From an optimization exercise on the open Yosys and OpenROAD flow, aimed at small area, a short achievable clock period and few clock cycles; shortcuts taken in it are not production practice. Only simulation tests tie the RTL to the original design; equivalence was not proved. Power figures rest on the tool's default switching activity, not on a simulated workload.

== main ==
Design rv_pipeline_top, start of the top module:
module rv_pipeline_top (
    input  logic                           clk_i,
    input  logic                           reset,
    output rv_pkg::word_t                  imem_addr_o,
    input  rv_pkg::word_t                  imem_data_i,
    output logic [rv_pkg::DMEM_ADDR_W-1:0] dmem_addr_o,
    output rv_pkg::word_t                  dmem_wdata_o,
    output logic                           dmem_we_o,
    input  rv_pkg::word_t                  dmem_rdata_i,
    input  rv_pkg::reg_addr_t              dbg_addr_i,
    output rv_pkg::word_t                  dbg_data_o
);
    logic              kill, halted;
    logic              x_valid, x_wr, x_load, x_store, x_cbr, x_pred;
    logic              x_useimm, x_sub;
    logic [2:0]        x_f3;
    logic [11:0]       x_imm;
    rv_pkg::reg_addr_t x_rd;
    rv_pkg::pc_t       x_alt;
    rv_pkg::word_t     x_a, x_b;
    logic              x_we;
    rv_pkg::word_t     x_value;
    rv_pkg::reg_addr_t ra_addr, rb_addr;
    rv_pkg::word_t     ra, rb;
    fetch_stage u_fetch (
        .clk_i       (clk_i),
        .reset       (reset),
        .imem_addr_o (imem_addr_o),
        .imem_data_i (imem_data_i),
        .kill_i      (kill),
        .kill_pc_i   (x_alt),
        .ra_addr_o   (ra_addr),
        .rb_addr_o   (rb_addr),
        .ra_i        (ra),
        .rb_i        (rb),
        .x_value_i   (x_value),
        .halted_o    (halted),
        .x_valid_o   (x_valid),
        .x_a_o       (x_a),
        .x_b_o       (x_b),
        .x_rd_o      (x_rd),
        .x_wr_o      (x_wr),
        .x_load_o    (x_load),
        .x_store_o   (x_store),
        .x_cbr_o     (x_cbr),
        .x_pred_o    (x_pred),
        .x_alt_o     (x_alt),
        .x_useimm_o  (x_useimm),
        .x_sub_o     (x_sub),
        .x_f3_o      (x_f3),
        .x_imm_o     (x_imm)
    );
    register_file u_regs (
        .clk_i     (clk_i),
        .reset     (reset),
        .ra_addr_i (halted ? dbg_addr_i : ra_addr),
        .rb_addr_i (rb_addr),
        .ra_data_o (ra),
        .rb_data_o (rb),
        .we_i      (x_we),
        .wa_i      (x_rd),
  ...
Size in the first run: roughly 4,000 cells after synthesis, ~1,100 flip-flops, ~180 I/O pins.
==> flow/config.mk <==
export PLATFORM = sky130hd
export DESIGN_NAME = rv_pipeline_top
export DESIGN_NICKNAME = rv_pipeline_top
export VERILOG_FILES = /design/flow/design.v
export SDC_FILE = /design/flow/constraint.sdc
export NUM_CORES = 4
export LEC_CHECK = 0
export CAP_MARGIN = 20
export CORE_MARGIN = 2
export CORE_UTILIZATION = 45
export CTS_BUF_LIST = sky130_fd_sc_hd__clkbuf_8 sky130_fd_sc_hd__clkbuf_16
export CTS_CLUSTER_DIAMETER = 75
export CTS_CLUSTER_SIZE = 22
export PLACE_DENSITY = 0.6
export SETUP_SLACK_MARGIN = 2.6
export SLEW_MARGIN = 20
export TNS_END_PERCENT = 5
==> flow/constraint.sdc <==
create_clock -name core_clock -period 7.0 [get_ports {clk_i}]
set_input_delay 1.4000 -clock core_clock [delete_from_list [all_inputs] [get_ports {clk_i}]]
set_output_delay 1.4000 -clock core_clock [all_outputs]
set_load 0.01 [all_outputs]
standard.sh (not shown) runs the stock make flow with config.mk's settings and CLKGATE_MAP_FILE= SYNTH_SCRIPT=/design/flow/synth_recipe.tcl, a recipe that flattens the netlist after the stock synthesis.
==> flow/flow/run.sh <==
#!/bin/bash
# The standard layout, with plain buffers (not delay cells) on the ports.
# Each tool's full output stays in the ORFS logs under orfs/logs; make's own
# output goes to standard.log in this folder.
set -euo pipefail
bash standard.sh "BUFFER_PORTS_ARGS=-buffer_cell sky130_fd_sc_hd__buf_2" finish > standard.log 2>&1
main was carried through to the last stage, and its layout satisfied the timing, design-rule and antenna checks.
Testbench counts of main, summed over its fixed seeds: cycles 44,786.
The inputs of the feature branch differ from those of main as listed below.
- a change of CORE_UTILIZATION from 45 to 40
- a deleted TNS_END_PERCENT that had been 5
- a change of PLACE_DENSITY from 0.6 to 0.55
- a change of SETUP_SLACK_MARGIN from 2.6 to 2.0
## What came out
Post-detailed-placement half-perimeter wirelength was lower in main than in the feature branch.
Nothing crashed in the feature branch and all stages finished; the problem is that the final layout failed, the offending checks being max-capacitance violations.
Relative to main, the final worst-path cycle share of the feature branch is lower by 0.64 points.
Diff main -> the feature branch: proportion of layout cells with a drive suffix above 1 moved down, final routed wire length divided by cell count lost 1.9%.

* * *

Starting RTL as in the previous note.
export LEC_CHECK = 0
export CAP_MARGIN = 20
export CORE_MARGIN = 2
export CORE_UTILIZATION = 45
export CTS_BUF_LIST = sky130_fd_sc_hd__clkbuf_8 sky130_fd_sc_hd__clkbuf_16
export CTS_CLUSTER_DIAMETER = 80
export CTS_CLUSTER_SIZE = 24
export PLACE_DENSITY = 0.6
export SETUP_SLACK_MARGIN = 2.0
export SLEW_MARGIN = 20
create_clock -name core_clock -period 7.0 [get_ports {clk_i}]
Scripts as last shown in full above: flow/flow/run.sh
Testbench counts at the start, summed over its fixed seeds: cycles 44,786.
Change:
CORE_UTILIZATION = 48   (was 45)
CTS_CLUSTER_DIAMETER = 75   (was 80)
CTS_CLUSTER_SIZE = 22   (was 24)
PLACE_DENSITY = 0.63   (was 0.6)
SETUP_SLACK_MARGIN = 2.3   (was 2.0)
TNS_END_PERCENT = 10   (was default)
=> The new run finished with timing, DRC and antenna clean. Clock skew is lower by 0.015 ns. Area after synthesis does not change. Final cell count came out lower slightly. Routed wire length decreases slightly. Global-route usage grows by 2.7 points. Utilization came out higher by 4.4 points. First-iteration DRC count came out higher by a few percent. Sequential power is about the same.

* * *

== the baseline ==
rv_pipeline_top, a different RTL version from the one above (not shown whole).
Size: ~4200 cells after synthesis, roughly 1200 flip-flops, ~180 I/O pins.
clock: 7.0 ns
lec_check: 0
cap_margin: 20
core_margin: 2
core_utilization: 50
cts_buf_list: sky130_fd_sc_hd__clkbuf_8 sky130_fd_sc_hd__clkbuf_16
cts_cluster_diameter: 70
cts_cluster_size: 20
place_density: 0.65
setup_slack_margin: 2.0
slew_margin: 20
Scripts as last shown in full above: flow/flow/run.sh
The baseline ran to completion and came out clean on the timing, design-rule and antenna checks.
Testbench counts of the baseline, summed over its fixed seeds: cycles 44,866.
Edits applied to the flow inputs when going from the baseline to the candidate:
Settings: PLACE_DENSITY changed from 0.65 to 0.6; CORE_UTILIZATION changed from 50 to 45; CTS_CLUSTER_DIAMETER changed from 70 to 80; CTS_CLUSTER_SIZE changed from 20 to 24.
Findings:
- The candidate: full flow OK, the timing, design-rule and antenna checks passed
- The higher post-route core utilization of the candidate and the baseline is in the baseline.
- On post-route cell area, the candidate and the baseline are neck and neck.
- Per the comparison of the candidate with the baseline, die area rose 12000 um2; met2 routed wirelength went up about 3.8%.
- The estimated power of the candidate ends up lower than the estimate for the baseline.
- Compare the candidate and the baseline | hold slack lower: the candidate
- [compare] base=the baseline new=the candidate: switching component of the power saw a decrease, final-layout clock buffer total saw a decrease, cell-internal power went down.
- [the candidate] fraction of power consumed by combinational cells rose 0.8 points relative to the baseline
- Number of DRC violations after detailed routing came out exactly the same in the candidate and the baseline.

## re-timing with driven ports
The results above use ideal ports. As a check the final layouts listed here were re-extracted and re-timed, cells and wires unchanged.
Step 1, drivers: a clkbuf_16 drives clk_i and a buf_2 each remaining input, both assumed.
Step 2 adds t to the input delays and takes it off the output delays; t is the mean of the earliest and latest rising clock arrival at the registers after step 1. Input paths then give back, and output paths get back, about the clock's delay inside the block.
Slacks: ideal / step 1 / step 2; pairs: ideal / step 1.
| run | shift t [ns] | slack for setup (ns) | slew at the worst register clock pin (ns) |
|---|---|---|---|
| main | 0.762 | 1.794 / 1.731 / 1.399 | 0.10 / 0.10 |
| the feature branch | 0.783 | 1.838 / 1.789 / 1.789 | 0.10 / 0.10 |
| the first run of note 2 | 0.794 | 1.831 / 1.776 / 1.750 | 0.11 / 0.11 |
| the second run of note 2 | 0.743 | 1.792 / 1.724 / 1.559 | 0.10 / 0.10 |
| the baseline | 0.760 | 1.760 / 1.697 / 1.506 | 0.09 / 0.09 |
| the candidate | 0.804 | 1.860 / 1.811 / 1.459 | 0.11 / 0.11 |
For the candidate, which loses most, drivers alone change the setup slack by -0.049 ns; drivers and shift together by -0.401 ns.
